What follows belongs to an exercise in optimizing a design on an open flow for small area, a short achievable clock period and few clock cycles per item; a production flow would make more cautious choices. The RTL was checked by simulation tests, not by an equivalence proof against the original design. Power and IR drop assume default switching activity.

==> wip/tundra: inputs <==
==> flow/design.v (excerpt) <==
module strict_priority_call_queue_top #(
  parameter int QUEUE_DEPTH = 16
) (
  input  wire logic                         clk_i,
  input  wire logic                         rst_ni,
  input  wire logic                         in_valid_i,
  output      logic                         in_ready_o,
  input  wire logic                         operation_i,
  input  wire logic [spcq_pkg::ID_W-1:0]    caller_id_i,
  input  wire logic [spcq_pkg::CLS_W-1:0]   priority_class_i,
  input  wire logic [spcq_pkg::DUR_W-1:0]   call_duration_i,
  output      logic                         out_valid_o,
  input  wire logic                         out_ready_i,
  output      logic [1:0]                   event_kind_o,
  output      logic [spcq_pkg::ID_W-1:0]    answered_id_o,
  output      logic [spcq_pkg::CLS_W-1:0]   answered_class_o,
  output      logic [spcq_pkg::TICK_W-1:0]  tick_number_o
);
Settings: LEC_CHECK=0, CAP_MARGIN=20, CORE_MARGIN=2, CORE_UTILIZATION=60, CTS_CLUSTER_DIAMETER=60, CTS_CLUSTER_SIZE=30, SETUP_SLACK_MARGIN=4.6, SLEW_MARGIN=20; clock period 7.0 ns.
run.sh (not shown) runs the stock make flow with config.mk's settings and CLKGATE_MAP_FILE= SYNTH_SCRIPT=/design/flow/synth_recipe.tcl, a recipe that flattens the netlist after the stock synthesis.
==> inputs of wip/garnet, as changes to wip/tundra <==
--- a/flow/design.v
+++ b/flow/design.v
@@ -56,16 +56,18 @@
   localparam int EW    = spcq_pkg::ENTRY_W;
   localparam int IDX_W = $clog2(QUEUE_DEPTH);
   localparam int CNT_W = IDX_W + 1;
   localparam int RING  = QUEUE_DEPTH - 1;
   logic [NC-1:0][EW-1:0]                  front_q;    
   logic [NC-1:0][RING-1:0][EW-1:0]        ring;       
-  logic [NC-1:0][IDX_W-1:0]               rhead_q;    
+  logic [NC-1:0][RING-1:0]                rhead_q;    
   logic [NC-1:0][IDX_W-1:0]               rtail_q;    
   logic [NC-1:0][CNT_W-1:0]               cnt_q;      
+  logic [NC-1:0]                          ne_q;       
   logic [NC-1:0]                          multi_q;    
+  logic [NC-1:0]                          short_q;    
   logic [DUR_W-1:0]                       rem_q;
   logic                                   free_q;     
   logic [TW-1:0]                          tick_q;
   logic                                   in_valid_q;
   logic                                   in_tick_q;
   logic [ID_W-1:0]                        in_id_q;
@@ -120,18 +122,27 @@
     end else begin
       n_kind = {1'b0, x_full_q};
       n_id   = in_id_q;
       n_cls  = in_cls_q;
     end
   end
+  logic [NC-1:0][EW-1:0] ring_out;
+  always_comb begin
+    for (int c = 0; c < NC; c++) begin
+      ring_out[c] = '0;
+      for (int i = 0; i < RING; i++) begin
+        ring_out[c] = ring_out[c] | ({EW{rhead_q[c][i]}} & ring[c][i]);
+      end
+    end
+  end
   for (genvar c = 0; c < NC; c++) begin : g_cls
     always_ff @(posedge clk_i) begin
       if (x_front_q[c]) begin
         front_q[c] <= in_ent;
       end else if (x_pop_q[c] && multi_q[c]) begin
-        front_q[c] <= ring[c][rhead_q[c]];
+        front_q[c] <= ring_out[c];
       end
     end
     for (genvar i = 0; i < RING; i++) begin : g_ent
       logic [EW-1:0] ent_q;
       always_ff @(posedge clk_i) begin
         if (x_ring_q[c] && (rtail_q[c] == IDX_W'(i))) begin
@@ -139,55 +150,73 @@
         end
       end
       assign ring[c][i] = ent_q;
     end
   end
   logic [NC-1:0][CNT_W-1:0] cnt_d;
+  logic [NC-1:0]            push;
   logic [NC-1:0]            ne_d;
   logic [NC-1:0]            full_d;
+  logic [NC-1:0]            multi_d;
+  logic [NC-1:0]            short_d;
   logic [DUR_W-1:0]         rem_d;
   logic                     free_d;
   logic                     ans_d;
   logic [CLS_W-1:0]         pick_d;
+  function automatic logic is_short(input logic [DUR_W-1:0] dur);
+    is_short = (dur[DUR_W-1:1] == '0);
+  endfunction
   always_comb begin
     for (int c = 0; c < NC; c++) begin
+      push[c]  = x_front_q[c] || x_ring_q[c];
       cnt_d[c] = cnt_q[c];
-      if (x_front_q[c] || x_ring_q[c]) cnt_d[c] = cnt_q[c] + CNT_W'(1);
-      if (x_pop_q[c])                  cnt_d[c] = cnt_q[c] - CNT_W'(1);
-      ne_d[c]   = (cnt_d[c] != '0);
-      full_d[c] = cnt_d[c][IDX_W];
+      if (push[c])    cnt_d[c] = cnt_q[c] + CNT_W'(1);
+      if (x_pop_q[c]) cnt_d[c] = cnt_q[c] - CNT_W'(1);
+      ne_d[c]    = push[c] || (ne_q[c] && !(x_pop_q[c] && !multi_q[c]));
+      full_d[c]  = (x_ring_q[c] && (cnt_q[c] == CNT_W'(QUEUE_DEPTH - 1))) ||
+                   (cnt_q[c][IDX_W] && !x_pop_q[c]);
+      multi_d[c] = push[c]    ? ne_q[c] :
+                   x_pop_q[c] ? (cnt_q[c] > CNT_W'(2)) : multi_q[c];
+      short_d[c] = x_front_q[c]                 ? is_short(in_dur_q) :
+                   (x_pop_q[c] && multi_q[c])   ? is_short(ring_out[c][DUR_W-1:0]) :
+                   short_q[c];
     end
     rem_d = rem_q;
     if (ans) begin
       rem_d = pop_ent[DUR_W-1:0];
     end else if (x_dec_q) begin
       rem_d = rem_q - DUR_W'(1);
     end
-    free_d = (rem_d[DUR_W-1:1] == '0);
+    free_d = ans     ? |(x_pop_q & short_q) :
+             x_dec_q ? (rem_q == DUR_W'(2)) : free_q;
     ans_d  = free_d && (|ne_d);
     pick_d = ne_d[3] ? 2'd3 :
              ne_d[2] ? 2'd2 :
              ne_d[1] ? 2'd1 : 2'd0;
   end
   always_ff @(posedge clk_i or negedge rst_ni) begin
     if (!rst_ni) begin
-      rhead_q <= '0;
+      for (int c = 0; c < NC; c++) rhead_q[c] <= RING'(1);
       rtail_q <= '0;
       cnt_q   <= '0;
+      ne_q    <= '0;
       multi_q <= '0;
+      short_q <= '0;
       rem_q   <= '0;
       free_q  <= 1'b1;
     end else begin
       for (int c = 0; c < NC; c++) begin
         if (x_ring_q[c]) rtail_q[c] <= ring_next(rtail_q[c]);
-        if (x_pop_q[c] && multi_q[c]) rhead_q[c] <= ring_next(rhead_q[c]);
-        multi_q[c] <= (cnt_d[c] > CNT_W'(1));
-      end
-      cnt_q  <= cnt_d;
-      rem_q  <= rem_d;
-      free_q <= free_d;
+        if (x_pop_q[c] && multi_q[c]) rhead_q[c] <= {rhead_q[c][RING-2:0], rhead_q[c][RING-1]};
+      end
+      cnt_q   <= cnt_d;
+      ne_q    <= ne_d;
+      multi_q <= multi_d;
+      short_q <= short_d;
+      rem_q   <= rem_d;
+      free_q  <= free_d;
     end
   end
   logic              b_d;
   logic              w_valid;
   logic              w_tick;
   logic [CLS_W-1:0]  w_cls;
CORE_UTILIZATION = 65   (was 60)
CTS_CLUSTER_DIAMETER = 120   (was 60)
CTS_CLUSTER_SIZE = 28   (was 30)
==> comparison <==
Between wip/tundra and wip/garnet, the lower register-to-register slack is in wip/tundra (gap 0.26 ns).
Against wip/tundra, the via count of wip/garnet is larger by 11%.
In wip/garnet the sequential share of layout area is higher than in wip/tundra, by 8.5 points.
Of wip/garnet and wip/tundra, wip/tundra has the higher power (gap 12%, measured against wip/tundra).
Global-route usage: wip/garnet is higher than wip/tundra (4.0 points).
Worst setup slack: wip/garnet is worse than wip/tundra (0.013 ns).
Of wip/garnet and wip/tundra, wip/tundra has the higher combinational power (gap 14%, measured against wip/tundra).
Of wip/garnet and wip/tundra, wip/garnet has the higher hold slack (gap 0.038 ns).
Of wip/garnet and wip/tundra, wip/tundra has the higher clock skew (gap 0.0034 ns).
==> figures <==
Overall die area: wip/garnet 95630 um2; wip/tundra 106200 um2
All-Layer GR Usage: wip/garnet 0.3516; wip/tundra 0.3112
GR Util met2: wip/garnet 0.5619; wip/tundra 0.4804
Clock tree sinks: wip/garnet 1634; wip/tundra 1581
Total setup buffers inserted after CTS: wip/garnet 39; wip/tundra 108
Area taken by flip-flops and latches: wip/garnet 48130 um2; wip/tundra 46850 um2
Starting utilization of the core area: wip/garnet 0.6587; wip/tundra 0.6023
Netlist area before placement: wip/garnet 60560 um2; wip/tundra 62160 um2
Setup slack of the worst register-to-register path: wip/garnet 4.67 ns; wip/tundra 4.41 ns
Total number of nets in the final design: wip/garnet 3836; wip/tundra 3335
Wire length of the first global-routing pass: wip/garnet 238.5 mm; wip/tundra 232.7 mm
Logic inverters: wip/garnet 62; wip/tundra 26
Post-route core utilization: wip/garnet 0.7204; wip/tundra 0.7071
TritonCTS buffer count: wip/garnet 68; wip/tundra 115
DR iter-0 viols: wip/garnet 5692; wip/tundra 4631
Clock Power: wip/garnet 0.00479 W; wip/tundra 0.00724 W
Routed wire length on met2: wip/garnet 78.85 mm; wip/tundra 79.09 mm
Status: wip/garnet no timing/DRC/antenna violations; wip/tundra no timing/DRC/antenna violations
Insertion delay of the later-clocked pin in the worst-skew pair: wip/garnet 0.68 ns; wip/tundra 0.73 ns
Multiplexer fraction of the synthesized cell area: wip/garnet 0.01791; wip/tundra 0.1727
Testbench counts of wip/tundra, summed over its fixed seeds: cycles 24,060, items 24,044.
Testbench counts of wip/garnet, summed over its fixed seeds: cycles 24,060, items 24,044.

* * *

==> v30 <==
Another version of the RTL of strict_priority_call_queue_top (not shown whole).
Settings: LEC_CHECK=0, CAP_MARGIN=20, CORE_MARGIN=2, CORE_UTILIZATION=40, SLEW_MARGIN=20; clock period 7.0 ns.
==> inputs of v22, as changes to v30 <==
SETUP_SLACK_MARGIN = 4.2   (was unset)
==> summary.txt <==
                                                                 v30             v22
Status                                                finished clean  finished clean
Overall power                                                21.0 mW         21.8 mW
Logic depth of the worst path, buffers included                    6               9
Launch point of the critical path                priority_class_i[0]       head_q[4]
Final-layout non-clock buffer area share                       1.95%           7.74%
Total via count in the routed design                           29899           32914
Critical path required time                                  7.40 ns         7.54 ns
WP data arrival                                              4.54 ns         3.70 ns
Post-placement setup slack                                   2.07 ns         2.33 ns
Metal3 WL                                                   11500 um        16400 um
Area occupied by multi-input gates                        0.0143 mm2      0.0165 mm2
Number of filler cells placed in the layout                    12262           11770
Area post-placement                                       0.0636 mm2      0.0638 mm2
Testbench counts of v30, summed over its fixed seeds: cycles 24,052, items 24,044.
Testbench counts of v22, summed over its fixed seeds: cycles 24,052, items 24,044.

afterwards: timing with drivers on the ports:
Ports are ideal in the flow. The routed layouts listed here were re-timed in OpenROAD. Step 1 sets driving cells, clkbuf_16 on the clock port and buf_2 on the other inputs (assumed; they add their load-dependent delay and slew). Step 2 adds t to the input delays and takes it off the output delays; t is the mean of the earliest and latest rising clock arrival at the registers after step 1. Input paths then give back, and output paths get back, about the clock's delay inside the block. Three values: ideal ports, drivers, drivers and shift; two values: the first two.
run | t (ns) | setup slack, ns | worst setup path after step 2 | worst data-port slew with drivers (ns)
wip/tundra | 0.798 | 4.297 / 4.221 / 3.935 | input to register | 0.09
wip/garnet | 0.750 | 4.284 / 4.208 / 4.030 | input to register | 0.06
v30 | 0.854 | 2.860 / 2.834 / 1.980 | input to register | 0.16
v22 | 0.855 | 3.839 / 3.839 / 3.368 | input to register | 0.20
After both steps setup and hold are still met in every run listed. The setup slack of v30, which loses most, moves by -0.026 ns with the drivers and by -0.880 ns with both steps.
